This is an optimization exercise on Yosys and OpenROAD, whose aim is small area and a short achievable clock period, not a production implementation. Where RTL was checked, it was by simulation tests only, not by an equivalence proof against the original. For runs 1 to 6, only the layout was checked, not whether the RTL still works. Power is estimated from default activity; no workload was simulated.

File: design/flow/flow/run.sh
#!/bin/bash
# Standard layout, with port buffers of a faster cell than buffer_ports picks
# and a clock tree with larger sink clusters.
set -euo pipefail
bash standard.sh finish \
  "BUFFER_PORTS_ARGS=-buffer_cell sky130_fd_sc_hd__buf_4" \
  "CTS_ARGS=-sink_clustering_enable -repair_clock_nets -sink_clustering_size 30 -sink_clustering_max_diameter 120 -buf_list sky130_fd_sc_hd__clkbuf_16" \
  > layout_make.log 2>&1
File: design/flow/standard.sh
#!/bin/bash
# synth_recipe.tcl (not shown) runs the flow's synth.tcl, then flattens the netlist and writes it again
# the make line also repeats each setting of config.mk as NAME=value (left out here)
make -C /OpenROAD-flow-scripts/flow DESIGN_CONFIG=/design/flow/config.mk WORK_HOME=/design/flow/orfs CLKGATE_MAP_FILE= SYNTH_SCRIPT=/design/flow/synth_recipe.tcl "${@:-finish}"
File: design/flow/config.mk
export PLATFORM = sky130hd
export DESIGN_NAME = d_mem_responder
export DESIGN_NICKNAME = d_mem_responder
export VERILOG_FILES = /design/flow/design.v
export SDC_FILE = /design/flow/constraint.sdc
export NUM_CORES = 4
export LEC_CHECK = 0
export CAP_MARGIN = 20
export CORE_MARGIN = 2
export CORE_UTILIZATION = 40
export SETUP_SLACK_MARGIN = 1.6
export SLEW_MARGIN = 20
export SYNTH_HIERARCHICAL = 1
export SYNTH_MINIMUM_KEEP_SIZE = 0
File: design/flow/constraint.sdc
create_clock -name core_clock -period 4.0 [get_ports {clock}]
set_input_delay 0.8000 -clock core_clock [delete_from_list [all_inputs] [get_ports {clock}]]
set_output_delay 0.8000 -clock core_clock [all_outputs]
set_load 0.01 [all_outputs]
File: design/flow/design.v
module d_mem_responder #(
   parameter int unsigned DEPTH       = 64,
   parameter int unsigned WAIT_CYCLES = 2
) (
   input  logic        clock,
   input  logic        reset,
   input  logic        req_valid,
   output logic        req_ready,
   input  logic        req_we,
   input  logic [31:0] req_addr,
   input  logic [31:0] req_wdata,
   output logic        rsp_valid,
   input  logic        rsp_ready,
   output logic [31:0] rsp_rdata,
   output logic        rsp_err,
   output logic        busy
);
   localparam int NR  = 21;     
   localparam int SGL = 21;     
   logic busy_q, rsp_q, w2_q, w1_q, w0_q;
   logic st0_q;                 
   logic wen0_q;                
   logic wen0n_q;               
   logic          we_q, mis_q;
   logic [NR:0]   sel_q;        
   logic [2:0]    w_q;          
   logic [2:0]    ht_q;         
   logic [2:0]    ft_q;         
   logic          hit;          
   logic          flip;         
   logic [31:0]   r_q;          
   logic          p1_q, p2_q;   
   logic          wen12_q;      
   logic          wen12n_q;     
   logic [2:0]    t_q;          
   logic          accept, ld_wait, rd_now;
   logic          req_mis;
   logic [5:0]    req_idx;
   logic [NR:0]   req_sel;
   logic [2:0]    req_w;
   logic [2:0]    t_d;
   assign req_mis = |req_addr[1:0];
   assign req_idx = req_addr[7:2];
   logic [2:0] k_ring;
   logic [2:0] k_word;
   always_comb begin
      unique case (req_idx[5:2])
         4'd0:  begin k_ring = 3'd0; k_word = 3'b001; end
         4'd1:  begin k_ring = 3'd0; k_word = 3'b010; end
         4'd2:  begin k_ring = 3'd0; k_word = 3'b100; end
         4'd3:  begin k_ring = 3'd1; k_word = 3'b001; end
         4'd4:  begin k_ring = 3'd1; k_word = 3'b010; end
         4'd5:  begin k_ring = 3'd1; k_word = 3'b100; end
         4'd6:  begin k_ring = 3'd2; k_word = 3'b001; end
         4'd7:  begin k_ring = 3'd2; k_word = 3'b010; end
         4'd8:  begin k_ring = 3'd2; k_word = 3'b100; end
         4'd9:  begin k_ring = 3'd3; k_word = 3'b001; end
         4'd10: begin k_ring = 3'd3; k_word = 3'b010; end
         4'd11: begin k_ring = 3'd3; k_word = 3'b100; end
         4'd12: begin k_ring = 3'd4; k_word = 3'b001; end
         4'd13: begin k_ring = 3'd4; k_word = 3'b010; end
         4'd14: begin k_ring = 3'd4; k_word = 3'b100; end
         default: begin k_ring = 3'd5; k_word = 3'b000; end
      endcase
   end
   always_comb begin
      req_sel = '0;
      req_w   = 3'd0;
      if (req_idx[1:0] != 2'd3) begin
         req_sel[req_idx[5:2]] = 1'b1;
         req_w[req_idx[1:0]]   = 1'b1;
      end else begin
         req_sel[16 + k_ring] = 1'b1;    
         req_w = k_word;
      end
   end
   assign accept = req_valid && !busy_q && !reset;
   logic [2:0] htn_q, ftn_q;
   logic [2:0] htnn, ftnn;      
   assign t_d = (t_q >= 3'd5) ? 3'd0 : t_q + 3'd1;
   always_comb begin
      unique case (t_q)
         3'd0:    begin htnn = 3'b001; ftnn = 3'b000; end   
         3'd1:    begin htnn = 3'b100; ftnn = 3'b100; end   
         3'd2:    begin htnn = 3'b010; ftnn = 3'b010; end   
         3'd3:    begin htnn = 3'b001; ftnn = 3'b001; end   
         3'd4:    begin htnn = 3'b100; ftnn = 3'b000; end   
         3'd5:    begin htnn = 3'b010; ftnn = 3'b000; end   
         default: begin htnn = 3'b010; ftnn = 3'b000; end   
      endcase
   end
   assign hit  = |(w_q & ht_q);
   logic hit_d;
   assign hit_d = |(w_q & htn_q);
   assign flip = |(w_q & ft_q);
   always_ff @(posedge clock or posedge reset) begin
      if (reset) begin
         busy_q <= 1'b0;
         rsp_q  <= 1'b0;
         w2_q   <= 1'b0;
         w1_q   <= 1'b0;
         w0_q   <= 1'b0;
         st0_q  <= 1'b0;
         wen0_q <= 1'b0;
         wen0n_q <= 1'b1;
      end else begin
         w2_q  <= req_valid && !busy_q;
         w1_q  <= w2_q;
         w0_q  <= w1_q;
         st0_q <= w1_q && we_q && !mis_q;
         wen0_q <= w1_q && we_q && !mis_q && hit_d;
         wen0n_q <= !(w1_q && we_q && !mis_q && hit_d);
         if (!busy_q)       busy_q <= req_valid;
         else if (rsp_q && rsp_ready) busy_q <= 1'b0;
         if (w0_q)          rsp_q <= 1'b1;
         else if (rsp_ready) rsp_q <= 1'b0;
      end
   end
   always_ff @(posedge clock) begin
      t_q    <= t_d;
      htn_q  <= htnn;
      ftn_q  <= ftnn;
      ht_q   <= htn_q;
      ft_q   <= ftn_q;
      p1_q   <= st0_q;
      p2_q   <= p1_q;
      wen12_q <= (st0_q || p1_q) && hit_d;
      wen12n_q <= !((st0_q || p1_q) && hit_d);
      if (accept) begin
         we_q  <= req_we;
         mis_q <= req_mis;
         sel_q <= req_sel;
         w_q   <= req_w;
      end
   end
   assign ld_wait = (w2_q || w1_q || w0_q) && !we_q && !mis_q;
   assign rd_now  = ld_wait && (hit || sel_q[SGL]);
   logic [31:0] ring_p0 [NR];
   logic [31:0] ring_p1 [NR];
   logic [31:0] ring_p2 [NR];
   logic [31:0] single_q;
   logic [31:0] wdata_x;        
   assign wdata_x = r_q ^ {32{flip}};
   for (genvar g = 0; g < NR; g++) begin : g_ring
      logic wr, wr_n;
      logic [31:0] d0;
      assign wr   = (wen0_q || wen12_q) && sel_q[g];
      assign wr_n = (wen0n_q && wen12n_q) || !sel_q[g];
      for (genvar b = 0; b < 32; b++) begin : g_bit
         dmr_ring_in u_in (.sel(wr), .sel_n(wr_n), .d1(wdata_x[b]),
                           .d0(ring_p2[g][b]), .y(d0[b]));
      end
      always_ff @(posedge clock) begin
         ring_p0[g] <= d0;
         ring_p1[g] <= ring_p0[g];
         ring_p2[g] <= ring_p1[g];
      end
   end
   always_ff @(posedge clock) begin
      if (st0_q && sel_q[SGL]) single_q <= r_q;
   end
   logic [31:0] rd_ring, rd_word;
   always_comb begin
      rd_ring = 32'd0;
      for (int g = 0; g < NR; g++) rd_ring = rd_ring | (ring_p2[g] & {32{sel_q[g]}});
   end
   assign rd_word = sel_q[SGL] ? single_q : rd_ring ^ {32{flip}};
   always_ff @(posedge clock) begin
      if (accept)      r_q <= req_mis ? 32'd0 : req_wdata;
      else if (rd_now) r_q <= rd_word;
   end
   assign req_ready = !busy_q && !reset;
   assign rsp_valid = rsp_q;
   assign rsp_rdata = r_q;
   assign rsp_err   = mis_q;
   assign busy      = busy_q;
endmodule
module dmr_ring_in (
   input  logic sel,
   input  logic sel_n,
   input  logic d1,
   input  logic d0,
   output logic y
);
   assign y = ~((sel_n | d1) & (sel | d0));
endmodule
==> impl_metrics.json, run 1 <==
{
  "grt_max_degree": 38,
  "grt_antenna_before_repair": 4,
  "fmax_mhz": 418,
  "worstPathRequired_ns": 4.45,
  "end_kind": "flop",
  "gp_congestion": 0.784,
  "r2r_end": "r_q[4]$_DFFE_PP_",
  "numCtsBuffers": 81,
  "postLayoutCoreUtil_pct": 45.6,
  "crit_chain": "buf_12, buf_4, a22o_1, a221oi_1, and4_1, a21boi_1, nand3b_1",
  "finalCritPeriodShare_pct": 59.8,
  "crit_buf_inv": 2,
  "fin_skew_ns": 0.0356,
  "fillers": 11800,
  "pre_cts_ws_ns": 0.993,
  "crit_path_max_fanout": 5,
  "synth-seq-cells": 2133,
  "core_um2": 133000,
  "layout_min_cycle_time_ns": 2.39,
  "worst_pin_slew_ns": 1.04,
  "yosys_warnings": 13,
  "max_slew_margin_pct": 30.8,
  "wirelength_um": 149000,
  "multiInputGateArea_um2": 10200,
  "r2r_slack_ns": 1.61,
  "final_hold_viol_count": 0,
  "avgSynthCellArea_um2": 14.7,
  "hold_path_class": "primary input to asynchronous set/reset pin",
  "ioPinCount": 105,
  "cap_violations": 0,
  "grt_pass1_wl_um": 213000,
  "syn_area_um2": 53700,
  "outcome": "complete, no violations",
  "finalMaxSlewViolations": 0,
  "layout.cells.non_filler": 5687,
  "synth-seq-area-share_pct": 81.3,
  "synthFlopType": "dfxtp_1",
  "final_nets": 3968,
  "path_class": "flop to flop",
  "p_leak_nw": 23.2,
  "rsz0062_at_grt": "false",
  "grtUsageTotal_pct": 21.2,
  "drtIter0Drc": 3052,
  "critPathLaunchType": "flop",
  "cts_buffer_depth": 3,
  "avgRoutedWirePerCell_um": 26.3,
  "io_buffers": 80,
  "setup_viol": 0,
  "drc": 0,
  "tritoncts": "built",
  "chipWidth_um": 370,
  "grt_overflow": 0,
  "r2r_cells": 7,
  "die_y_um": 370,
  "setup_tns_ns": 0,
  "critPathMaxStageDelay_ns": 0.57,
  "cpMaxStageDelayCell": "and4_1",
  "ys_async_sr_fraction_pct": 0.375,
  "setup_ws_ns": 1.61,
  "seq_area_um2": 43700,
  "firstDrtPassIters": 5,
  "drive_above_1_share_pct": 12.0,
  "hold_slack_ns": 0.0755,
  "die_area_um2": 137000,
  "crit_family": "simple AND/OR/NAND/NOR gates",
  "routed_via_density": 5.51,
  "ir_drop_uv": 313,
  "root_buffer": "clkbuf_16",
  "ctsHoldBuffers": 0,
  "crit_arrival_ns": 2.84,
  "path_clk_slew_ns": 0.12,
  "r2r_start": "sel_q[10]$_DFFE_PP_",
  "drt.antenna.violating_nets": 0,
  "dp.final_hpwl_um": 85300,
  "synth_edf_count": 91,
  "grt_pass1_vias": 30400,
  "cts.htree.levels": 3,
  "insertion_delay_ns": 0.70,
  "syn-num-nets": 3725,
  "syn_to_final_growth_pct": 13.3,
  "p_per_area_nw_per_um2": 527,
  "yosysUniqueCellTypes": 50,
  "clock_sinks": 2133,
  "start_util_pct": 40.3,
  "synth_cells": 3645,
  "crit_start": "sel_q[10]$_DFFE_PP_",
  "via_count": 31300,
  "post-place-cells": 5515,
  "rows": 134
}
## per-module statistics from Yosys (local to each module, per instance)
module,cells inside,times used,flip-flops and latches
d_mem_responder,2973,1,2133
dmr_ring_in,1,672,0
## cell usage in the layout, fill, tap and decap left out, types with 3 or more instances in the layout
cell / synthesis / routed
ha_1: 11 / 7
and2_1: 5 / 3
nor3_1: 8 / 8
xnor2_4: 0 / 5
xnor2_2: 0 / 26
nor2_1: 33 / 31
a21boi_0: 3 / 3
a22o_1: 82 / 82
dfxtp_1: 2034 / 2034
o21ai_0: 3 / 3
a21boi_1: 25 / 25
nor2b_1: 27 / 6
clkbuf_16: 0 / 83
a222oi_1: 33 / 33
a21oi_1: 5 / 4
mux2i_1: 9 / 9
a21o_1: 3 / 3
o31ai_1: 3 / 3
and4_2: 0 / 5
a22oi_1: 127 / 126
buf_6: 1 / 6
nand2_1: 71 / 54
nand3_1: 35 / 34
a221oi_2: 0 / 11
dfrtp_1: 7 / 7
nand4_1: 5 / 5
o22ai_1: 672 / 672
buf_12: 0 / 28
edfxtp_1: 91 / 91
a221oi_1: 118 / 107
inv_1: 12 / 32
buf_4: 1 / 234
and4_1: 27 / 22
nand2_2: 0 / 17
diode_2: 0 / 3
nor2b_4: 0 / 21
nand3b_1: 28 / 28
inv_6: 0 / 3
## layer usage
layer	global-route usage (%)	vias to the layer above	share of wire [%]
met5	0	-	0.018
met4	5.61	4	2.6
met3	2.72	206	5.8
met2	33.6	1082	45
met1	30.5	16000	46
li1	-	14100	-
## area by class of cell
cell class	count	share of cell area [%]
Clock buffer	83	3.41
Timing Repair Buffer	271	4.02
Tap cell	1768	3.64
Antenna cell	3	0.0123
Sequential cell	2133	71.8
Multi-Input combinational cell	1389	16.8
Clock inverter	28	0.294
Inverter	12	0.0864
## worst reg2reg max path: cells and delay by family, from the launching register on
kind | cells | cell delay (ns)
AND/OR/NAND/NOR | 2 | 0.74
buffers and inverters | 2 | 0.34
flip-flops | 1 | 0.49
AO/OA/AOI/OAI | 3 | 0.59
## power by group
part	switching, mW	internal [mW]	total, mW
clock	6.26	3.84	10.1
sequential	0.0359	21.4	21.4
combinational	0.336	0.161	0.497
total	6.63	25.4	32.0
## timing repair
action | 4_1_cts | 5_1_grt
endpoints found under the setup margin | 450 | 170
setup buffers | 41 | 13
pin swaps | 2 | 2
endpoints found under the hold margin | 0 | 0
gates cloned | 1 | 1
resized for setup | 10 | 21
## cells in the mapped netlist, types with 2 or more instances
| cell | number | share of area (%) |
|---|---|---|
| o211ai_1 | 2 | 0.028 |
| xnor2_1 | 33 | 0.54 |
| nand3_1 | 35 | 0.33 |
| dfxtp_1 | 2034 | 76 |
| a21oi_1 | 5 | 0.047 |
| a222oi_1 | 33 | 0.62 |
| a21o_1 | 3 | 0.042 |
| a31oi_1 | 2 | 0.023 |
| o31ai_1 | 3 | 0.042 |
| a221oi_1 | 118 | 1.9 |
| nand3b_1 | 28 | 0.39 |
| edfxtp_1 | 91 | 5.1 |
| nor2b_1 | 27 | 0.31 |
| and2_1 | 5 | 0.058 |
| a22o_1 | 82 | 1.3 |
| dfrtp_1 | 7 | 0.33 |
| nand4_1 | 5 | 0.058 |
| inv_1 | 12 | 0.084 |
| or2_2 | 3 | 0.035 |
| mux2i_1 | 9 | 0.17 |
| a22oi_1 | 127 | 1.8 |
| a21boi_0 | 3 | 0.042 |
| ha_1 | 11 | 0.26 |
| o21ai_0 | 3 | 0.028 |
| nor3_1 | 8 | 0.075 |
| clkbuf_1 | 83 | 0.58 |
| nand2_1 | 71 | 0.50 |
| o22ai_1 | 672 | 7.8 |
| nor2_1 | 33 | 0.23 |
| and4_1 | 27 | 0.44 |
| a21boi_1 | 25 | 0.35 |
| buf_2 | 25 | 0.23 |
| nand2b_1 | 2 | 0.023 |
| a211oi_1 | 2 | 0.028 |
## sequential cells by signal, summed over array words and instances (netlist names), 3 cells and up
register / cells
ring_p2: 672
ring_p1: 672
ring_p0: 672
ftn_q: 3
sel_q: 22
ft_q: 3
ht_q: 3
htn_q: 3
single_q: 32
t_q: 3
w_q: 3
r_q: 32
## through the flow
stage	area, um^2	power, mW
2_1_floorplan	53800	22.1
3_3_place_gp	57800	22.4
3_5_place_dp	57900	22.4
4_1_cts	60600	32.1
5_1_grt	60800	32.9
6_report	60800	32.0
## worst max path at each step
stage,slack (ns),to,depth (start not counted)
after floorplan,1.54,sel_q[8]$_DFFE_PP_,10
after global placement,1.05,r_q[7]$_DFFE_PP_,9
after detailed placement,0.99,r_q[16]$_DFFE_PP_,9
after CTS,1.59,r_q[31]$_DFFE_PP_,6
after global routing,1.57,ring_p0[14][8]$_DFF_P_,7
final,1.61,r_q[4]$_DFFE_PP_,7
## cell families (layout without fill, tap and decap cells)
group,after synthesis,in the layout,synth area share [%]
mux,10,10,0.210
flops,2133,2133,81.3
simple gates,248,248,2.52
buf+inv,123,394,0.939
xor+xnor,33,33,0.538
other cells,0,3,0
fa+ha+maj,11,11,0.256
compound gates,1087,1087,14.2
==> inputs of run 2 (changes only) <==
--- a/design/flow/config.mk
+++ b/design/flow/config.mk
@@ -10,3 +10,3 @@
 export CORE_UTILIZATION = 40
-export SETUP_SLACK_MARGIN = 1.6
+export SETUP_SLACK_MARGIN = 1.75
 export SLEW_MARGIN = 20
==> run 2 against run 1 <==
Compared with the run above:
- sequential power about the same
- synthesized cell count did not move
- die area is the same
- cell count about the same
- largest power group unchanged
- synthesized area did not move
- worst setup slack better by 0.092 ns
- hold slack improved by 0.093 ns
- non-clock buffer count decreased by 5
- clock power about the same
- via count down 0.41%
- still clean on timing, DRC and antenna
==> impl_metrics.json, run 2 <==
{
  "outcome": "complete, no violations",
  "post-place-cells": 5507,
  "p_per_area_nw_per_um2": 521,
  "syn_area_um2": 53700,
  "crit_start": "sel_q[14]$_DFFE_PP_",
  "insertion_delay_ns": 0.70,
  "drt.antenna.violating_nets": 0,
  "setup_tns_ns": 0,
  "syn_to_final_growth_pct": 14.1,
  "crit_path_max_fanout": 10,
  "clock_sinks": 2133,
  "synth_cells": 3645,
  "start_util_pct": 40.3,
  "grt_pass1_vias": 30100,
  "path_class": "flop to flop",
  "cts.htree.levels": 3,
  "drtIter0Drc": 3118,
  "avgSynthCellArea_um2": 14.7,
  "layout.cells.non_filler": 5688,
  "gp_congestion": 0.798,
  "synth-seq-area-share_pct": 81.3,
  "dpl_cell_area_um2": 57900,
  "pwr-share-comb_pct": 1.7,
  "intPower_mw": 25.4,
  "final_hold_viol_count": 0,
  "p_seq_share_pct": 67.2,
  "power.share.switching_pct": 20.5,
  "yosysUniqueCellTypes": 50,
  "via_count": 31200,
  "fmax_mhz": 435,
  "syn-num-nets": 3725,
  "p_clk_share_pct": 31.2,
  "hold_path_class": "primary input to asynchronous set/reset pin",
  "drc": 0,
  "synth-seq-cells": 2133,
  "p_leak_nw": 23.4,
  "cap_violations": 0,
  "worstPathRequired_ns": 4.44,
  "synth_common_cells": "dfxtp_1, o22ai_1, a22oi_1, a221oi_1, edfxtp_1",
  "ys_async_sr_fraction_pct": 0.375,
  "root_buffer": "clkbuf_16",
  "core_um2": 133000,
  "yosys-top-cells-area": "dfxtp_1, o22ai_1, edfxtp_1",
  "worst_pin_slew_ns": 1.08,
  "layout_common_cells": "dfxtp_1, o22ai_1, buf_4",
  "die_y_um": 370,
  "critPathLaunchType": "flop",
  "dp.final_hpwl_um": 86700,
  "avgRoutedWirePerCell_um": 26.2,
  "die_area_um2": 137000,
  "r2r_start": "sel_q[14]$_DFFE_PP_",
  "top_regs": "ring_p0: 672 flops, ring_p1: 672 flops, ring_p2: 672 flops",
  "netlist.area_leader.share_pct": 75.8,
  "final_common_cell": "dfxtp_1",
  "routed_via_density": 5.49,
  "path_clk_slew_ns": 0.11,
  "finalCritPeriodShare_pct": 57.5,
  "synth.most_common_cell": "dfxtp_1",
  "io_buffers": 80,
  "grt_antenna_before_repair": 4,
  "postLayoutCoreUtil_pct": 46.0,
  "grt_pass1_wl_um": 208000,
  "crit_arrival_ns": 2.74,
  "end_kind": "flop",
  "grtUsageTotal_pct": 20.6,
  "yosys_warnings": 13,
  "ioPinCount": 105,
  "wirelength_um": 149000,
  "grt_max_degree": 38,
  "finalMaxSlewViolations": 0,
  "ir_drop_uv": 365,
  "switching_power_mw": 6.54,
  "cts_buffer_depth": 3,
  "rsz0062_at_grt": "true",
  "r2r_slack_ns": 1.70,
  "layout_min_cycle_time_ns": 2.30,
  "numCtsBuffers": 81,
  "rows": 134,
  "drive_above_1_share_pct": 12.9,
  "grt_overflow": 0,
  "design_area_um2": 61300,
  "synth_edf_count": 91,
  "firstDrtPassIters": 9,
  "max_slew_margin_pct": 27.3,
  "yosysTopAreaCell": "dfxtp_1",
  "fin_skew_ns": 0.0401,
  "tritoncts": "built",
  "setup_viol": 0,
  "final_nets": 3971,
  "synthFlopType": "dfxtp_1",
  "chipWidth_um": 370
}
## run 2: changes by cell type in the layout (fill, tap and decap cells not counted), moves of 10 or more
cell / delta
a221oi_1: -10
a221oi_2: +10
and4_1: -12
buf_4: -20
buf_6: +15
xnor2_4: +14
## run 2: final cells by class
class                           count  area, um^2
Tap cell                         1768        2210
Clock inverter                     27         175
Fill cell                       11700       72000
Sequential cell                  2133       43700
Clock buffer                       82        2050
Timing Repair Buffer              266        2460
Antenna cell                        3        7.51
Inverter                           12        56.3
Multi-Input combinational cell   1397       10700
## run 2: kinds of logic (layout without fill, tap and decap cells)
kind of cell | count (synthesis) | count (layout) | synth area share (%)
flops | 2133 | 2133 | 81.3
compound gates | 1087 | 1087 | 14.2
simple gates | 248 | 248 | 2.52
buf+inv | 123 | 387 | 0.939
xor+xnor | 33 | 41 | 0.538
fa+ha+maj | 11 | 11 | 0.256
mux | 10 | 10 | 0.210
other cells | 0 | 3 | 0
## run 2: through the flow
stage	worst slack, ns	total power, mW	hold slack [ns]
floorplan	1.50	22.1	0.310
global placement	1.17	22.4	0.309
detailed placement	1.19	22.4	0.312
CTS	1.69	32.0	0.130
global route	1.65	32.8	0.160
finish	1.70	31.9	0.168
## run 2: per-layer routing
layer,global-route usage (%),up-vias,routed length (um)
met5,0,-,12
met2,33.2,1077,67700
met4,5.93,2,3630
li1,-,14100,-
met3,3.12,213,10700
met1,28.8,15800,66700
## run 2: worst paths after layout
check,end,cells past startpoint
worst max register to register,r_q[19]$_DFFE_PP_,7
min in group core_clock,we_q$_DFFE_PP_,1
worst max-delay path,r_q[19]$_DFFE_PP_,7
worst min register to register,ring_p1[20][18]$_DFF_P_,0
worst min-delay path,wen0n_q$_DFF_PP1_,2
max in group asynchronous,busy_q$_DFF_PP0_,3
## run 2: worst max-delay path: stages (launching register included)
cell	delay (ns)
edfxtp_1	0.45
buf_4	0.18
buf_4	0.20
a22o_1	0.22
a221oi_1	0.39
and4_1	0.35
a21boi_1	0.08
nand3b_1	0.17
## run 2: power by group through the flow
stage                     logic, mW  registers, mW  clock network, mW
after floorplan               0.220           21.9                  0
after global placement        0.448           21.9                  0
after detailed placement      0.452           21.9                  0
after CTS                     0.494           21.4               10.1
after global routing          0.561           21.4               10.8
final                         0.539           21.4               9.94
## run 2: what timing repair did
item                                   CTS  global route
endpoints found under the hold margin    7             0
hold buffers                             1             0
buffers inserted                        41            13
gates resized for setup                 53            57
pin swaps                                3            11
cloned                                   2            12
setup endpoints to repair              617           314
## run 2: per-module statistics from Yosys, one instance, submodules excluded
module / flops+latches / times used
d_mem_responder: 2133 / 1
dmr_ring_in: 0 / 672
==> inputs of run 3 (changes only) <==
--- a/design/flow/design.v
+++ b/design/flow/design.v
@@ -91,6 +91,6 @@
    end
-   assign hit  = |(w_q & ht_q);
+   assign hit  = |(w_q & ht_q) || sel_q[SGL];
    logic hit_d;
-   assign hit_d = |(w_q & htn_q);
-   assign flip = |(w_q & ft_q);
+   assign hit_d = |(w_q & htn_q) || sel_q[SGL];
+   assign flip = |(w_q & ft_q) || (sel_q[SGL] && t_q[0]);
    always_ff @(posedge clock or posedge reset) begin
@@ -136,3 +136,3 @@
    assign ld_wait = (w2_q || w1_q || w0_q) && !we_q && !mis_q;
-   assign rd_now  = ld_wait && (hit || sel_q[SGL]);
+   assign rd_now  = ld_wait && hit;
    logic [31:0] ring_p0 [NR];
@@ -158,4 +158,12 @@
    end
-   always_ff @(posedge clock) begin
-      if (st0_q && sel_q[SGL]) single_q <= r_q;
+   begin : g_single
+      logic wr, wr_n;
+      logic [31:0] d0;
+      assign wr   = (wen0_q || wen12_q) && sel_q[SGL];
+      assign wr_n = (wen0n_q && wen12n_q) || !sel_q[SGL];
+      for (genvar b = 0; b < 32; b++) begin : g_bit
+         dmr_ring_in u_in (.sel(wr), .sel_n(wr_n), .d1(wdata_x[b]),
+                           .d0(single_q[b]), .y(d0[b]));
+      end
+      always_ff @(posedge clock) single_q <= d0;
    end
@@ -165,4 +173,5 @@
       for (int g = 0; g < NR; g++) rd_ring = rd_ring | (ring_p2[g] & {32{sel_q[g]}});
+      rd_ring = rd_ring | (single_q & {32{sel_q[SGL]}});
    end
-   assign rd_word = sel_q[SGL] ? single_q : rd_ring ^ {32{flip}};
+   assign rd_word = rd_ring ^ {32{flip}};
    always_ff @(posedge clock) begin
--- a/design/flow/config.mk
+++ b/design/flow/config.mk
@@ -10,3 +10,3 @@
 export CORE_UTILIZATION = 40
-export SETUP_SLACK_MARGIN = 1.75
+export SETUP_SLACK_MARGIN = 1.6
 export SLEW_MARGIN = 20
==> run 3 against run 2 <==
Compared with the run above:
- critical path depth down 3
- die area is 0.40% higher
- first-iteration DRC count shrank 5.4%
==> impl_metrics.json, run 3 <==
{
  "outcome": "complete, no violations",
  "critPathLaunchType": "flop",
  "synth-seq-area-share_pct": 80.4,
  "tritoncts": "built",
  "synth_common_cells": "dfxtp_1, o22ai_1, a22oi_1, nand2_1, buf_2",
  "fmax_mhz": 421,
  "crit_chain": "buf_4, nor2b_4, buf_4, o22ai_1",
  "layout_min_cycle_time_ns": 2.38,
  "setup_viol": 0,
  "finalMaxSlewViolations": 0,
  "chipWidth_um": 371,
  "numCtsBuffers": 81,
  "top_regs": "ring_p0: 672 flops, ring_p1: 672 flops, ring_p2: 672 flops",
  "finalCritPeriodShare_pct": 59.4,
  "cts_buffer_depth": 3,
  "die_area_um2": 138000,
  "syn-num-nets": 3862,
  "final_nets": 4096,
  "io_buffers": 80,
  "cp_common_cell": "buf_4",
  "rows": 134,
  "syn_to_final_growth_pct": 13.1,
  "setup_tns_ns": 0,
  "pre_cts_ws_ns": 1.14,
  "switching_power_mw": 8.95,
  "synth.mux.area_fraction_pct": 0.116,
  "critPathMaxStageDelay_ns": 0.70,
  "synth_xor_area_share_pct": 0.552,
  "core_um2": 134000,
  "total_power_mw": 38.9,
  "grt_antenna_before_repair": 2,
  "synth-seq-cells": 2133,
  "cap_violations": 0,
  "synth_compound_area_share_pct": 14.7,
  "power.share.switching_pct": 23.0,
  "cp-endpoint": "ring_p0[20][17]$_DFF_P_",
  "post-place-cells": 5666,
  "syn_area_um2": 53900,
  "r2r_slack_ns": 1.62,
  "final_hold_viol_count": 0,
  "yosysTopAreaCell": "dfxtp_1",
  "r2r_cells": 4,
  "r2r_end": "ring_p0[20][17]$_DFF_P_",
  "worstPathRequired_ns": 4.54,
  "cpMaxStageDelayCell": "nor2b_4",
  "synth_cells": 3782,
  "avgSynthCellArea_um2": 14.3,
  "final_common_cell": "dfxtp_1",
  "synth.most_common_cell": "dfxtp_1",
  "p_clk_share_pct": 26.0,
  "rsz0062_at_grt": "false",
  "r2r_start": "sel_q[20]$_DFFE_PP_",
  "clock_sinks": 2133,
  "yosys-top-cells-area": "dfxtp_1, o22ai_1, a22oi_1",
  "crit_start": "sel_q[20]$_DFFE_PP_",
  "max_slew_margin_pct": 29.8,
  "gp_congestion": 0.781,
  "end_kind": "flop",
  "crit_arrival_ns": 2.92,
  "layout_common_cells": "dfxtp_1, o22ai_1, a22oi_1",
  "p_seq_share_pct": 66.8,
  "synthSimpleGateAreaFrac_pct": 2.89,
  "path_class": "flop to flop",
  "grt_pass1_wl_um": 227000,
  "synth_fa_ha_area_share_pct": 0.255,
  "drc": 0,
  "fillers": 11800,
  "grt_pass1_vias": 31000,
  "synth_edf_count": 59,
  "grt_max_degree": 37,
  "firstDrtPassIters": 7,
  "grt_overflow": 0,
  "cts.htree.levels": 3,
  "insertion_delay_ns": 0.69,
  "crit_path_max_fanout": 20,
  "worst_pin_slew_ns": 1.05,
  "fin_skew_ns": 0.0330,
  "pwr-share-comb_pct": 7.3,
  "routed_via_density": 5.58,
  "intPower_mw": 29.9,
  "root_buffer": "clkbuf_16",
  "layout.cells.non_filler": 5807,
  "drive_above_1_share_pct": 11.7,
  "hold_path_class": "primary input to asynchronous set/reset pin",
  "netlist.area_leader.share_pct": 76.7,
  "p_leak_nw": 23.8,
  "wirelength_um": 160000,
  "setup_ws_ns": 1.62,
  "drt.antenna.violating_nets": 0,
  "avgRoutedWirePerCell_um": 27.6,
  "drtIter0Drc": 2949,
  "synth_top_family_by_area": "compound AO/OA/AOI/OAI gates",
  "via_count": 32400,
  "yosysUniqueCellTypes": 53,
  "synthFlopType": "dfxtp_1",
  "yosys_warnings": 13,
  "ir_drop_uv": 529,
  "ys_async_sr_fraction_pct": 0.375,
  "dp.final_hpwl_um": 91200,
  "grtUsageTotal_pct": 22.8,
  "path_clk_slew_ns": 0.11,
  "start_util_pct": 40.3,
  "die_y_um": 371,
  "ioPinCount": 105,
  "p_per_area_nw_per_um2": 637
}
[run 3: how the worst min path moves through the flow]
stage	to	slack [ns]	cells past startpoint
floorplan	ft_q[0]$_DFF_P_	0.31	0
global placement	ring_p1[2][31]$_DFF_P_	0.31	0
detailed placement	ring_p1[13][15]$_DFF_P_	0.31	0
CTS	busy_q$_DFF_PP0_	0.03	2
global route	busy_q$_DFF_PP0_	0.04	2
finish	busy_q$_DFF_PP0_	0.06	2
[run 3: cells by family after synthesis]
logic type | after synthesis
AND/OR/NAND/NOR | 332
multiplexers | 5
AO/OA/AOI/OAI | 1146
buffers and inverters | 121
XOR/XNOR | 34
flip-flops | 2133
adder cells (fa/ha/maj) | 11
[run 3: per-layer routing]
layer	track usage [%]	up-vias	share of wire (%)	wire length, um
met5	0	-	0.0069	11
met4	7.36	2	3.5	5600
met3	3.06	249	6.9	11000
met2	36.2	1328	45	73000
met1	32.1	16500	44	70800
li1	-	14300	-	-
[run 3: timing repair]
item,CTS,global route
pin swaps,4,3
setup buffers,31,4
resized for setup,14,9
hold buffers,0,0
setup endpoints to repair,509,184
[run 3: modules after synthesis (local to each module, per instance)]
module / area, um^2 / cells / flip-flops and latches / copies in the design
d_mem_responder: 49500 / 3078 / 2133 / 1
dmr_ring_in: 6.26 / 1 / 0 / 704
[run 3: critical path: cells and delay by family (launching register included)]
kind	cells	cell delay, ns
buf+inv	2	0.99
simple gates	1	0.70
flops	1	0.34
compound gates	1	0.14
[run 3: layout make-up]
type	instances	area (um^2)	area share (%)
Clock buffer	86	2150	3.53
Multi-Input combinational cell	1528	10600	17.4
Timing Repair Buffer	261	2490	4.09
Antenna cell	2	5.00	0.00821
Tap cell	1768	2210	3.63
Sequential cell	2133	43300	71.1
Inverter	11	68.8	0.113
Clock inverter	18	106	0.174
[run 3: through the flow]
step / area (um^2) / utilization, % / hold slack (ns)
after global routing: 61000 / 45.6 / 0.0417
final: 61000 / 45.6 / 0.0583
after CTS: 60900 / 45.6 / 0.0267
after detailed placement: 58200 / 43.6 / 0.312
after floorplan: 54000 / - / 0.310
after global placement: 58200 / 43.6 / 0.310
[run 3: power by group through the flow]
| stage | combinational [mW] | clock, mW | sequential (mW) |
|---|---|---|---|
| after floorplan | 1.72 | 0 | 26.0 |
| after global placement | 2.63 | 0 | 26.3 |
| after detailed placement | 2.68 | 0 | 26.3 |
| after CTS | 2.78 | 10.2 | 25.9 |
| after global routing | 3.05 | 10.9 | 26.2 |
| final | 2.82 | 10.1 | 25.9 |
==> inputs of run 4 (changes only) <==
--- a/design/flow/design.v
+++ b/design/flow/design.v
@@ -26,4 +26,2 @@
    logic [2:0]    w_q;          
-   logic [2:0]    ht_q;         
-   logic [2:0]    ft_q;         
    logic          hit;          
@@ -91,6 +89,16 @@
    end
-   assign hit  = |(w_q & ht_q) || sel_q[SGL];
    logic hit_d;
    assign hit_d = |(w_q & htn_q) || sel_q[SGL];
-   assign flip = |(w_q & ft_q) || (sel_q[SGL] && t_q[0]);
+   logic hit_q, flip_q, hit_n, flip_n;
+   always_comb begin
+      if (accept) begin
+         hit_n  = |(req_w & htn_q) || req_sel[SGL];
+         flip_n = |(req_w & ftn_q) || (req_sel[SGL] && t_d[0]);
+      end else begin
+         hit_n  = hit_d;
+         flip_n = |(w_q & ftn_q) || (sel_q[SGL] && t_d[0]);
+      end
+   end
+   assign hit  = hit_q;
+   assign flip = flip_q;
    always_ff @(posedge clock or posedge reset) begin
@@ -122,4 +130,4 @@
       ftn_q  <= ftnn;
-      ht_q   <= htn_q;
-      ft_q   <= ftn_q;
+      hit_q  <= hit_n;
+      flip_q <= flip_n;
       p1_q   <= st0_q;
==> run 4 against run 3 <==
Compared with the run above:
- first-iteration DRC count rose by 43%
- die area fell by 0.88%
- non-clock buffer count rose by 4
- sequential cell count fell by 4
- combinational power rose by 5%
- highest routed layer is now met4
==> impl_metrics.json, run 4 <==
{
  "outcome": "complete, no violations",
  "tritoncts": "built",
  "numCtsBuffers": 80,
  "syn_to_final_growth_pct": 13.1,
  "ys_async_sr_fraction_pct": 0.376,
  "avgSynthCellArea_um2": 14.5,
  "ir_drop_uv": 351,
  "fmax_mhz": 421,
  "yosysUniqueCellTypes": 52,
  "grt_pass1_vias": 31000,
  "ioPinCount": 105,
  "avgRoutedWirePerCell_um": 29.0,
  "crit_path_max_fanout": 10,
  "final_common_cell": "dfxtp_1",
  "worstPathRequired_ns": 4.43,
  "die_y_um": 369,
  "setup_viol": 0,
  "synth_cells": 3687,
  "critPathMaxStageDelay_ns": 0.54,
  "cap_violations": 0,
  "use_met3_pct": 3.87,
  "crit_family": "compound AO/OA/AOI/OAI gates",
  "synth-seq-area-share_pct": 81.0,
  "cts.htree.levels": 3,
  "grt_use_met1_pct": 35.0,
  "yosys_warnings": 13,
  "drt.antenna.violating_nets": 0,
  "path_class": "flop to flop",
  "r2r_cells": 6,
  "crit_arrival_ns": 2.81,
  "dp.final_hpwl_um": 94200,
  "io_buffers": 80,
  "p_per_area_nw_per_um2": 648,
  "p_leak_nw": 23.3,
  "end_kind": "flop",
  "wirelength_um": 166000,
  "final_hold_viol_count": 0,
  "drc": 0,
  "drtIter0Drc": 4219,
  "synth_common_cells": "dfxtp_1, o22ai_1, a221oi_1, a22o_1, a22oi_1",
  "cp_common_cell": "buf_4",
  "netlist.area_leader.share_pct": 77.3,
  "grt_antenna_before_repair": 2,
  "cts_buffer_depth": 3,
  "syn_area_um2": 53400,
  "start_util_pct": 40.2,
  "synth.most_common_cell": "dfxtp_1",
  "synth-seq-cells": 2129,
  "crit_chain": "buf_4, buf_4, a221oi_1, nand4_1, o21ai_0, o311ai_0",
  "hold_slack_ns": 0.0586,
  "grt_overflow": 0,
  "seq_area_um2": 43300,
  "critPathLaunchType": "flop",
  "root_buffer": "clkbuf_16",
  "worst_pin_slew_ns": 1.01,
  "clock_sinks": 2129,
  "routed_via_density": 5.71,
  "rows": 134,
  "insertion_delay_ns": 0.70,
  "fin_skew_ns": 0.0263,
  "r2r_start": "sel_q[12]$_DFFE_PP_",
  "grt-busiest-layer": "met1",
  "max_slew_margin_pct": 32.8,
  "finalCritPeriodShare_pct": 59.4,
  "ctsHoldBuffers": 0,
  "via_count": 32700,
  "hold_path_class": "primary input to asynchronous set/reset pin",
  "core_um2": 133000,
  "multiInputGateArea_um2": 10200,
  "setup_tns_ns": 0,
  "yosys-top-cells-area": "dfxtp_1, o22ai_1, edfxtp_1",
  "layout_min_cycle_time_ns": 2.38,
  "globalRouteMet2Util_pct": 34.7,
  "grt_pass1_wl_um": 232000,
  "chipWidth_um": 369,
  "rsz0062_at_grt": "true",
  "synthFlopType": "dfxtp_1",
  "fillers": 11800,
  "die_area_um2": 137000,
  "yosysTopAreaCell": "dfxtp_1",
  "synth_edf_count": 59,
  "postLayoutCoreUtil_pct": 45.4,
  "firstDrtPassIters": 5,
  "gp_congestion": 0.789,
  "cp_num_cells": 6,
  "path_clk_slew_ns": 0.11,
  "syn-num-nets": 3767,
  "final_nets": 4003,
  "cpMaxStageDelayCell": "edfxtp_1",
  "top_regs": "ring_p0: 672 flops, ring_p1: 672 flops, ring_p2: 672 flops",
  "layout_common_cells": "dfxtp_1, o22ai_1, buf_4",
  "crit_buf_inv": 2,
  "crit_start": "sel_q[12]$_DFFE_PP_",
  "grtUsageTotal_pct": 23.6,
  "finalMaxSlewViolations": 0,
  "grt_max_degree": 35,
  "drive_above_1_share_pct": 11.1
}
run 4: changes by cell type after synthesis, sizes merged, moves of 26 or more:
cell	delta
a22oi	-170
nand2	-121
a22o	+95
a221oi	+74
clkbuf	+36
buf	-35
o311ai	+32
o21ai	+26
run 4: modules after synthesis (local to each module, per instance):
module | cells inside | flops+latches | times used
d_mem_responder | 2983 | 2129 | 1
dmr_ring_in | 1 | 0 | 704
run 4: cells by family after synthesis:
group	Yosys count	synth area share (%)
flip-flops	2129	81.0
AO/OA/AOI/OAI	1152	15.0
AND/OR/NAND/NOR	236	2.21
buffers and inverters	122	0.951
XOR/XNOR	36	0.590
adder cells (fa/ha/maj)	11	0.258
multiplexers	1	0.0187
run 4: layer usage:
layer / wire [um] / up-vias
met5: 0 / -
met4: 5480 / 0
met3: 14400 / 291
met2: 70700 / 1493
met1: 75100 / 16700
li1: - / 14200
run 4: report_power, final:
part           switching [mW]  leakage, nW  total (mW)  internal, mW
Combinational            1.68         4.10        2.96          1.28
Sequential               1.28         18.1        26.2          24.9
Clock                    6.16         1.16        10.0          3.83
run 4: metrics by stage:
step / instances / area (um^2) / power [mW] / setup slack (ns)
2_1_floorplan: 3687 / 53600 / 28.0 / 1.54
3_3_place_gp: 5566 / 57700 / 29.3 / 1.05
3_5_place_dp: 5566 / 57700 / 29.4 / 1.01
4_1_cts: 5709 / 60300 / 39.1 / 1.49
5_1_grt: 5717 / 60400 / 40.5 / 1.52
6_report: 5720 / 60400 / 39.2 / 1.62
run 4: path summary, 6_finish.rpt:
check,to,slack [ns]
min in group core_clock,we_q$_DFFE_PP_,0.27
min reg2reg,ring_p1[13][1]$_DFF_P_,0.32
max reg2reg,r_q[24]$_DFFE_PP_,1.62
min,w1_q$_DFF_PP0_,0.06
max in group asynchronous,wen0n_q$_DFF_PP1_,3.65
max,r_q[24]$_DFFE_PP_,1.62
run 4: final cells by class:
class	count	area share (%)
multi-input cells	1436	16.8
diodes	3	0.0124
inverters	11	0.108
clock buffers	84	3.48
well taps	1768	3.66
flip-flops and latches	2129	71.6
repair buffers	265	4.13
clock inverters	24	0.178
run 4: worst reg2reg max path: cells and delay by family (launching register included):
family | cells | cell delay [ns]
compound gates | 3 | 0.78
flops | 1 | 0.54
simple gates | 1 | 0.26
buf+inv | 2 | 0.55
run 4: timing repair:
item | in CTS | in global routing
buffers inserted | 35 | 7
gates cloned | 0 | 0
endpoints found under the hold margin | 0 | 0
gates resized for setup | 4 | 5
pin swaps | 1 | 4
setup endpoints to repair | 187 | 105
==> inputs of run 5 (changes only) <==
--- a/design/flow/config.mk
+++ b/design/flow/config.mk
@@ -10,3 +10,3 @@
 export CORE_UTILIZATION = 40
-export SETUP_SLACK_MARGIN = 1.6
+export SETUP_SLACK_MARGIN = 1.8
 export SLEW_MARGIN = 20
==> run 5 against run 4 <==
Compared with the run above:
- still clean
- core utilization is 0.69 points higher
- critical path depth down 5
- sequential share of layout area fell by 1.1 points
- non-clock buffer count rose by 69
- cell count rose by 1.2%
- hold slack improved by 0.070 ns
- cell area grew 1.5%
- critical endpoint is now rsp_rdata[12]
- largest cell class unchanged
==> impl_metrics.json, run 5 <==
{
  "syn_area_um2": 53400,
  "setup_tns_ns": 0,
  "drive_above_1_share_pct": 13.5,
  "cap_violations": 0,
  "final_nets": 4073,
  "synth_common_cells": "dfxtp_1, o22ai_1, a221oi_1, a22o_1, a22oi_1",
  "yosysTopAreaCell": "dfxtp_1",
  "layout_common_cells": "dfxtp_1, o22ai_1, buf_4",
  "hold_path_class": "primary input to asynchronous set/reset pin",
  "design_area_um2": 61300,
  "p_per_area_nw_per_um2": 642,
  "r2r_cells": 8,
  "avgRoutedWirePerCell_um": 28.9,
  "ys_async_sr_fraction_pct": 0.376,
  "core_um2": 133000,
  "globalRouteMet2Util_pct": 34.9,
  "dp.final_hpwl_um": 93400,
  "grt-busiest-layer": "met1",
  "finalMaxSlewViolations": 0,
  "crit_buf_inv": 1,
  "yosys_warnings": 13,
  "chipWidth_um": 369,
  "synthFlopType": "dfxtp_1",
  "firstDrtPassIters": 8,
  "cpMaxStageDelayCell": "edfxtp_1",
  "synth-seq-cells": 2129,
  "finalCritPeriodShare_pct": 57.8,
  "die_area_um2": 137000,
  "top_regs": "ring_p0: 672 flops, ring_p1: 672 flops, ring_p2: 672 flops",
  "cts.htree.levels": 3,
  "critPathLaunchType": "flop",
  "crit_family": "flip-flops",
  "setup_ws_ns": 1.69,
  "clock_sinks": 2129,
  "gp_congestion": 0.791,
  "p_leak_nw": 23.7,
  "io_buffers": 80,
  "drtIter0Drc": 3903,
  "drc": 0,
  "ir_drop_uv": 314,
  "grt_max_degree": 36,
  "path_clk_slew_ns": 0.12,
  "fillers": 11700,
  "max_slew_margin_pct": 25.3,
  "synth-seq-area-share_pct": 81.0,
  "die_y_um": 369,
  "grt_overflow": 0,
  "path_class": "flop to output pin",
  "tritoncts": "built",
  "start_util_pct": 40.2,
  "use_met3_pct": 4.89,
  "grt_antenna_before_repair": 4,
  "grt_pass1_wl_um": 233000,
  "crit_arrival_ns": 1.51,
  "pre_cts_ws_ns": 0.999,
  "setup_viol": 0,
  "cts_buffer_depth": 3,
  "syn-num-nets": 3767,
  "avgSynthCellArea_um2": 14.5,
  "insertion_delay_ns": 0.74,
  "grt_use_met1_pct": 35.0,
  "yosysUniqueCellTypes": 52,
  "root_buffer": "clkbuf_16",
  "crit_path_max_fanout": 2,
  "worst_pin_slew_ns": 1.12,
  "routed_via_density": 5.74,
  "fmax_mhz": 433,
  "wirelength_um": 167000,
  "dpl_cell_area_um2": 57700,
  "via_count": 33200,
  "syn_to_final_growth_pct": 14.8,
  "fin_skew_ns": 0.0557,
  "rows": 134,
  "rsz0062_at_grt": "true",
  "crit_chain": "buf_6",
  "numCtsBuffers": 80,
  "ioPinCount": 105,
  "cp_num_cells": 1,
  "end_kind": "output pin",
  "layout_min_cycle_time_ns": 2.31,
  "critPathMaxStageDelay_ns": 0.57,
  "synth.most_common_cell": "dfxtp_1",
  "final_common_cell": "dfxtp_1",
  "final_hold_viol_count": 0,
  "netlist.area_leader.share_pct": 77.3,
  "grtUsageTotal_pct": 23.6,
  "yosys-top-cells-area": "dfxtp_1, o22ai_1, edfxtp_1",
  "synth_edf_count": 59,
  "grt_pass1_vias": 31400,
  "synth_cells": 3687,
  "outcome": "complete, no violations",
  "worstPathRequired_ns": 3.20,
  "drt.antenna.violating_nets": 0
}
run 5: cell counts after synthesis:
Identical to the previous run, type by type.
run 5: what timing repair did:
action                     CTS  global route
gates cloned                 1             2
hold endpoints to repair     7             0
gates resized for setup     28            35
hold buffers                 1             0
setup endpoints to repair  579            76
pin swaps                   14            21
setup buffers               62            35
run 5: cell families after synthesis:
group | share of synthesized area, %
AO/OA/AOI/OAI | 15.0
XOR/XNOR | 0.590
adder cells (fa/ha/maj) | 0.258
buffers and inverters | 0.951
flip-flops | 81.0
multiplexers | 0.0187
AND/OR/NAND/NOR | 2.21
run 5: final timing paths:
kind | slack, ns | start | end
max | 1.69 | r_q[12]$_DFFE_PP_ | rsp_rdata[12]
min | 0.13 | reset | wen0n_q$_DFF_PP1_
max reg2reg | 1.77 | sel_q[20]$_DFFE_PP_ | r_q[12]$_DFFE_PP_
min reg2reg | 0.29 | ring_p1[3][12]$_DFF_P_ | ring_p2[3][12]$_DFF_P_
max in group asynchronous | 3.08 | reset | wen0_q$_DFF_PP0_
min in group core_clock | 0.25 | rsp_ready | busy_q$_DFF_PP0_
run 5: area by class of cell:
cell class,instances,area (um^2),area share [%]
sequential,2129,43300,70.5
multi-input combinational,1437,10400,16.9
timing repair buffer,334,3180,5.19
tap,1768,2210,3.61
clock buffer,81,2030,3.31
clock inverter,28,211,0.345
inverter,11,68.8,0.112
antenna,1,2.50,0.00408
run 5: power breakdown:
group	internal (mW)	leakage (nW)	switching (mW)	total, mW
Clock	3.76	1.17	6.28	10.0
Combinational	1.39	4.49	1.73	3.12
Sequential	24.9	18.1	1.28	26.2
Total	30.1	23.7	9.30	39.4
run 5: per-layer routing:
layer / part of all wire, % / up-vias
met5: 0 / -
met1: 45 / 17000
li1: - / 14300
met2: 43 / 1638
met4: 2.9 / 0
met3: 9.4 / 292
run 5: Yosys stat by module (local to each module, per instance):
module	cell area (um^2)	cells inside	flip-flops and latches
d_mem_responder	49000	2983	2129
dmr_ring_in	6.26	1	0
run 5: per-stage QoR:
| stage | utilization [%] | cells | power [mW] | hold slack, ns |
|---|---|---|---|---|
| final | 46.1 | 5789 | 39.4 | 0.129 |
| after detailed placement | 43.4 | 5578 | 29.5 | 0.312 |
| after CTS | 45.7 | 5751 | 39.3 | 0.0939 |
| after global placement | 43.4 | 5577 | 29.3 | 0.310 |
| after global routing | 46.1 | 5788 | 40.7 | 0.115 |
| after floorplan | - | 3687 | 28.0 | 0.310 |
==> inputs of run 6 (changes only) <==
--- a/design/flow/config.mk
+++ b/design/flow/config.mk
@@ -9,4 +9,5 @@
 export CORE_MARGIN = 2
-export CORE_UTILIZATION = 40
-export SETUP_SLACK_MARGIN = 1.8
+export CORE_UTILIZATION = 60
+export PLACE_DENSITY = 0.75
+export SETUP_SLACK_MARGIN = 1.9
 export SLEW_MARGIN = 20
==> run 6 against run 5 <==
Compared with the run above:
- sequential share of layout area rose by 0.85 points
- worst setup slack improved by 0.076 ns
- first-iteration DRC count up 17%
- clock power hardly changed
- global-route usage is 11 points higher
- largest power group unchanged
==> impl_metrics.json, run 6 <==
{
  "outcome": "complete, no violations",
  "crit_buf_inv": 1,
  "wirelength_um": 160000,
  "syn-num-nets": 3767,
  "setup_ws_ns": 1.76,
  "avgRoutedWirePerCell_um": 30.9,
  "syn_to_final_growth_pct": 13.4,
  "insertion_delay_ns": 0.67,
  "p_leak_nw": 23.8,
  "yosysUniqueCellTypes": 52,
  "grt_antenna_before_repair": 3,
  "worst_pin_slew_ns": 1.16,
  "crit_chain": "buf_6",
  "yosysTopAreaCell": "dfxtp_1",
  "crit_arrival_ns": 1.44,
  "layout_common_cells": "dfxtp_1, o22ai_1, buf_4",
  "final_hold_viol_count": 0,
  "avgSynthCellArea_um2": 14.5,
  "yosys_warnings": 13,
  "setup_tns_ns": 0,
  "via_count": 33900,
  "finalCritPeriodShare_pct": 55.9,
  "final_common_cell": "dfxtp_1",
  "core_um2": 88400,
  "numCtsBuffers": 80,
  "drtIter0Drc": 4551,
  "gp_congestion": 0.820,
  "die_y_um": 302,
  "rows": 109,
  "r2r_start": "sel_q[18]$_DFFE_PP_",
  "fmax_mhz": 447,
  "top_regs": "ring_p0: 672 flops, ring_p1: 672 flops, ring_p2: 672 flops",
  "r2r_slack_ns": 1.83,
  "clock_sinks": 2129,
  "grt_max_degree": 36,
  "synthFlopType": "dfxtp_1",
  "path_class": "flop to output pin",
  "ctsHoldBuffers": 0,
  "hold_path_class": "primary input to asynchronous set/reset pin",
  "start_util_pct": 60.5,
  "grt_overflow": 0,
  "cts_buffer_depth": 3,
  "critPathLaunchType": "flop",
  "p_per_area_nw_per_um2": 649,
  "cts.htree.levels": 3,
  "drc": 0,
  "synth-seq-area-share_pct": 81.0,
  "crit_family": "flip-flops",
  "netlist.area_leader.share_pct": 77.3,
  "fin_skew_ns": 0.0302,
  "pre_cts_ws_ns": 1.01,
  "grt_pass1_vias": 32500,
  "crit_path_max_fanout": 2,
  "final_nets": 4059,
  "layout_min_cycle_time_ns": 2.24,
  "yosys-top-cells-area": "dfxtp_1, o22ai_1, edfxtp_1",
  "io_buffers": 80,
  "syn_area_um2": 53400,
  "cap_violations": 0,
  "drt.antenna.violating_nets": 0,
  "drive_above_1_share_pct": 13.8,
  "synth_cells": 3687,
  "cpMaxStageDelayCell": "edfxtp_1",
  "dp.final_hpwl_um": 87300,
  "synth_edf_count": 59,
  "synth_common_cells": "dfxtp_1, o22ai_1, a221oi_1, a22o_1, a22oi_1",
  "max_slew_margin_pct": 22.7,
  "r2r_end": "r_q[31]$_DFFE_PP_",
  "die_area_um2": 91400,
  "crit_start": "r_q[9]$_DFFE_PP_",
  "grtUsageTotal_pct": 34.2,
  "rsz0062_at_grt": "true",
  "firstDrtPassIters": 6,
  "r2r_cells": 7,
  "grt_pass1_wl_um": 226000,
  "worstPathRequired_ns": 3.20,
  "finalMaxSlewViolations": 0,
  "ys_async_sr_fraction_pct": 0.376,
  "tritoncts": "built",
  "setup_viol": 0,
  "synth.most_common_cell": "dfxtp_1",
  "routed_via_density": 6.56,
  "root_buffer": "clkbuf_16",
  "end_kind": "output pin",
  "chipWidth_um": 302,
  "path_clk_slew_ns": 0.11,
  "synth-seq-cells": 2129,
  "critPathMaxStageDelay_ns": 0.56,
  "ir_drop_uv": 574,
  "ioPinCount": 105
}
-- run 6: through the flow --
stage               utilization, %  instance area [um^2]  hold WS, ns  power (mW)  cells
finish                        68.6                 60600       0.0454        39.3   5173
global route                  68.6                 60600       0.0485        40.5   5170
floorplan                        -                 53700        0.310        28.0   3687
detailed placement            64.4                 56900        0.312        29.4   4961
CTS                           67.8                 59900       0.0369        38.9   5141
global placement              64.4                 56900        0.310        29.2   4961
-- run 6: report_power, final --
group          switching (mW)  leakage (nW)  internal (mW)
sequential               1.39          18.1           24.9
combinational            1.74          4.57           1.42
clock                    6.09          1.14           3.76
-- run 6: layer usage --
metal | global-route usage, % | up-vias | wire [um]
met5 | 0.621 | - | 178
met4 | 14.8 | 6 | 7040
met3 | 8.21 | 464 | 19700
met2 | 50.7 | 2285 | 69000
met1 | 48.3 | 16900 | 64100
li1 | - | 14300 | -
-- run 6: modules after synthesis, one instance, submodules excluded --
module	cells inside	cell area (um^2)
dmr_ring_in	1	6.26
d_mem_responder	2983	49000
-- run 6: worst max path at each step --
stage	endpoint	slack, ns	cells after the start
4_1_cts	r_q[29]$_DFFE_PP_	1.76	6
2_1_floorplan	sel_q[8]$_DFFE_PP_	1.50	12
6_report	rsp_rdata[9]	1.76	1
3_5_place_dp	sel_q[13]$_DFFE_PP_	1.01	8
3_3_place_gp	sel_q[5]$_DFFE_PP_	1.02	8
5_1_grt	rsp_rdata[9]	1.78	1
-- run 6: logic make-up (layout without fill, tap and decap cells) --
| family | after synthesis | in the layout | synth area share, % |
|---|---|---|---|
| buf+inv | 122 | 437 | 0.951 |
| fa+ha+maj | 11 | 11 | 0.258 |
| flops | 2129 | 2129 | 81.0 |
| compound gates | 1152 | 1152 | 15.0 |
| mux | 1 | 1 | 0.0187 |
| simple gates | 236 | 237 | 2.21 |
| xor+xnor | 36 | 36 | 0.590 |
| other cells | 0 | 5 | 0 |
-- run 6: cell type report --
type	instances	area, um^2
Clock inverter	24	113
Tap cell	1165	1460
Multi-Input combinational cell	1437	10500
Sequential cell	2129	43300
Timing Repair Buffer	320	3130
Antenna cell	5	12.5
Clock buffer	82	2050
Inverter	11	68.8
Fill cell	5831	27800
-- run 6: repair_timing --
item	4_1_cts	5_1_grt
setup endpoints to repair	559	151
buffers inserted	73	27
pin swaps	19	44
gates resized for setup	43	84
gates cloned	1	0
==> inputs of run 7 (changes only) <==
--- a/design/flow/design.v
+++ b/design/flow/design.v
@@ -29,3 +29,3 @@
    logic [31:0]   r_q;          
-   logic          p1_q, p2_q;   
+   logic          p1_q;         
    logic          wen12_q;      
@@ -133,3 +133,2 @@
       p1_q   <= st0_q;
-      p2_q   <= p1_q;
       wen12_q <= (st0_q || p1_q) && hit_d;
--- a/design/flow/config.mk
+++ b/design/flow/config.mk
@@ -11,3 +11,3 @@
 export PLACE_DENSITY = 0.75
-export SETUP_SLACK_MARGIN = 1.9
+export SETUP_SLACK_MARGIN = 2.05
 export SLEW_MARGIN = 20
==> run 7 against run 6 <==
Compared with the run above:
- first-iteration DRC count increased by 32%
- register-to-register slack got worse by 0.19 ns
- global-route usage increased by 4.5 points
- fmax decreased by 6.9%
- die area increased by 0.16%
- power increased by 2.7%
- cell area increased by 6.7%
- highest routed layer unchanged
==> impl_metrics.json, run 7 <==
{
  "outcome": "complete, no violations",
  "synth-seq-area-share_pct": 80.8,
  "setup_viol": 0,
  "path_clk_slew_ns": 0.12,
  "start_util_pct": 60.6,
  "switching_power_mw": 10.0,
  "cp_common_cell": "ha_4",
  "syn_area_um2": 53500,
  "synth_common_cells": "dfxtp_1, o22ai_1, a22o_1, a221oi_1, a22oi_1",
  "use_met3_pct": 12.8,
  "drc": 0,
  "ir_drop_uv": 600,
  "yosys-top-cells-area": "dfxtp_1, o22ai_1, edfxtp_1",
  "gp_congestion": 0.824,
  "final_hold_viol_count": 0,
  "firstDrtPassIters": 8,
  "wirelength_um": 191000,
  "p_leak_nw": 25.4,
  "synth_cells": 3698,
  "synth_edf_count": 59,
  "grt_overflow": 0,
  "grtUsageTotal_pct": 38.8,
  "r2r_slack_ns": 1.64,
  "clock_sinks": 2129,
  "avgSynthCellArea_um2": 14.5,
  "grt_antenna_before_repair": 8,
  "yosysUniqueCellTypes": 58,
  "die_area_um2": 91600,
  "root_buffer": "clkbuf_16",
  "cpMaxStageDelayCell": "or3_4",
  "insertion_delay_ns": 0.70,
  "layout_min_cycle_time_ns": 2.40,
  "ctsHoldBuffers": 0,
  "synthFlopType": "dfxtp_1",
  "intPower_mw": 30.4,
  "crit_chain": "buf_12, ha_4, nor2b_4, nor3b_4, or2_4, inv_2, ha_4, ha_4, and3b_4, a31o_1, or3_4, or2_4, nor2_2",
  "die_y_um": 303,
  "path_class": "primary input to flop",
  "fmax_mhz": 416,
  "max_slew_margin_pct": 38.2,
  "drive_above_1_share_pct": 20.0,
  "p_clk_share_pct": 24.9,
  "chipWidth_um": 303,
  "routed_via_density": 6.95,
  "worstPathRequired_ns": 4.55,
  "io_buffers": 80,
  "grt_pass1_vias": 35400,
  "drtIter0Drc": 5996,
  "setup_ws_ns": 1.60,
  "rows": 109,
  "yosys_warnings": 13,
  "grt-busiest-layer": "met2",
  "cts_buffer_depth": 3,
  "fillers": 4980,
  "cap_violations": 0,
  "via_count": 37300,
  "crit_path_max_fanout": 8,
  "finalCritPeriodShare_pct": 60.0,
  "avgRoutedWirePerCell_um": 35.7,
  "ys_async_sr_fraction_pct": 0.376,
  "finalMaxSlewViolations": 0,
  "power.share.switching_pct": 24.8,
  "fin_skew_ns": 0.0341,
  "globalRouteMet2Util_pct": 55.5,
  "p_seq_share_pct": 65.7,
  "critPathLaunchType": "primary input",
  "ioPinCount": 105,
  "critPathMaxStageDelay_ns": 0.33,
  "synth.most_common_cell": "dfxtp_1",
  "setup_tns_ns": 0,
  "end_kind": "flop",
  "tritoncts": "built",
  "netlist.area_leader.share_pct": 77.1,
  "grt_use_met1_pct": 51.1,
  "r2r_start": "sel_q[10]$_DFFE_PP_",
  "final_common_cell": "dfxtp_1",
  "r2r_end": "r_q[13]$_DFFE_PP_",
  "core_um2": 88400,
  "pre_cts_ws_ns": 0.713,
  "yosysTopAreaCell": "dfxtp_1",
  "hold_path_class": "primary input to asynchronous set/reset pin",
  "rsz0062_at_grt": "true",
  "worst_pin_slew_ns": 0.927,
  "numCtsBuffers": 80,
  "grt_max_degree": 35,
  "top_regs": "ring_p0: 672 flops, ring_p1: 672 flops, ring_p2: 672 flops",
  "syn_to_final_growth_pct": 20.9,
  "p_per_area_nw_per_um2": 624,
  "syn-num-nets": 3778,
  "crit_arrival_ns": 2.95,
  "drt.antenna.violating_nets": 0,
  "r2r_cells": 7,
  "grt_pass1_wl_um": 252000,
  "pwr-share-comb_pct": 9.5,
  "crit_start": "req_addr[5]",
  "cts.htree.levels": 3,
  "dp.final_hpwl_um": 90300,
  "layout_common_cells": "dfxtp_1, o22ai_1, buf_4",
  "final_nets": 4243,
  "synth-seq-cells": 2129
}
[run 7: timing repair]
| item | 4_1_cts | 5_1_grt |
|---|---|---|
| endpoints found under the setup margin | 812 | 206 |
| cloned | 35 | 8 |
| setup buffers | 190 | 63 |
| pin swaps | 122 | 119 |
| resized for setup | 301 | 126 |
[run 7: logic make-up (layout without fill, tap and decap cells)]
family	count (synthesis)	after routing	synth area share, %
compound gates	1167	1167	15.2
flops	2129	2129	80.8
other cells	0	6	0
simple gates	232	234	2.19
fa+ha+maj	11	11	0.257
buf+inv	126	591	0.994
xor+xnor	33	58	0.540
[run 7: per-module statistics from Yosys, one instance, submodules excluded]
module | flops+latches | cells | times used
d_mem_responder | 2129 | 2994 | 1
dmr_ring_in | 0 | 1 | 704
[run 7: metal layers]
layer	share of wire [%]	vias to the layer above
met3	16	1011
met5	0.037	-
met2	41	3606
met1	35	17900
met4	8.2	10
li1	-	14700
[run 7: per-stage QoR]
stage / total power, mW / hold slack (ns) / utilization (%) / std cells / area, um^2
2_1_floorplan: 28.0 / 0.310 / - / 3698 / 54000
3_3_place_gp: 29.2 / 0.309 / 64.4 / 4950 / 56900
3_5_place_dp: 29.4 / 0.312 / 64.4 / 4950 / 56900
4_1_cts: 39.4 / 0.0376 / 71.6 / 5284 / 63300
5_1_grt: 41.3 / 0.0405 / 73.2 / 5355 / 64700
6_report: 40.4 / 0.0356 / 73.2 / 5361 / 64700
[run 7: how the worst max path moves through the flow]
stage	to	slack, ns	cells past startpoint
after global placement	sel_q[5]$_DFFE_PP_	0.76	14
after global routing	sel_q[5]$_DFFE_PP_	1.53	13
final	sel_q[5]$_DFFE_PP_	1.60	13
after CTS	sel_q[7]$_DFFE_PP_	1.54	14
after floorplan	sel_q[5]$_DFFE_PP_	1.04	13
after detailed placement	sel_q[7]$_DFFE_PP_	0.71	14
[run 7: power groups by stage]
stage	combinational (mW)	clock (mW)	sequential (mW)
floorplan	1.87	0	26.2
global route	3.94	10.6	26.7
finish	3.82	10.0	26.5
global placement	2.69	0	26.5
CTS	3.33	9.84	26.2
detailed placement	2.78	0	26.6
[run 7: layout make-up]
type                    count  area (um^2)  share of cell area (%)
flip-flops and latches   2129        43300                    66.9
multi-input cells        1470        12400                    19.1
repair buffers            468         5290                    8.18
clock buffers              82         2050                    3.17
well taps                1165         1460                    2.25
clock inverters            27          163                   0.251
inverters                  14         66.3                   0.103
diodes                      6         15.0                  0.0232
[run 7: critical path: cells and delay by family]
kind,cells,cell delay [ns]
AO/OA/AOI/OAI,1,0.19
adder cells (fa/ha/maj),3,0.40
buffers and inverters,2,0.18
AND/OR/NAND/NOR,7,1.37

==> afterwards: timing with drivers on the ports <==
In the flow no input, the clock included, has a driving cell. The finished layouts below were timed again as built, in two steps.
Step 1, drivers: a clkbuf_16 drives clock and a buf_2 each remaining input, both assumed.
Step 2 also shifts input and output timing later by t, the mid clock arrival at the registers, as if the neighbouring blocks saw the same clock.
a / b / c = ideal / step 1 / step 2; a / b = the first two.
run | shift t [ns] | slack for setup (ns) | worst hold slack (ns)
run 1 | 0.762 | 1.608 / 1.608 / 1.115 | 0.075 / 0.018 / 0.299
run 2 | 0.758 | 1.700 / 1.700 / 1.035 | 0.168 / 0.116 / 0.308
run 3 | 0.736 | 1.623 / 1.623 / 1.093 | 0.058 / 0.012 / 0.296
run 4 | 0.760 | 1.622 / 1.622 / 1.064 | 0.059 / 0.005 / 0.320
run 5 | 0.791 | 1.688 / 1.612 / 1.173 | 0.129 / 0.076 / 0.291
run 6 | 0.731 | 1.764 / 1.694 / 1.279 | 0.045 / -0.004 / 0.319
run 7 | 0.754 | 1.598 / 1.624 / 0.869 | 0.036 / -0.014 / 0.313
After both steps setup and hold are still met in every run listed. For run 7, which loses most, drivers alone change the setup slack by +0.026 ns; drivers and shift together by -0.729 ns.
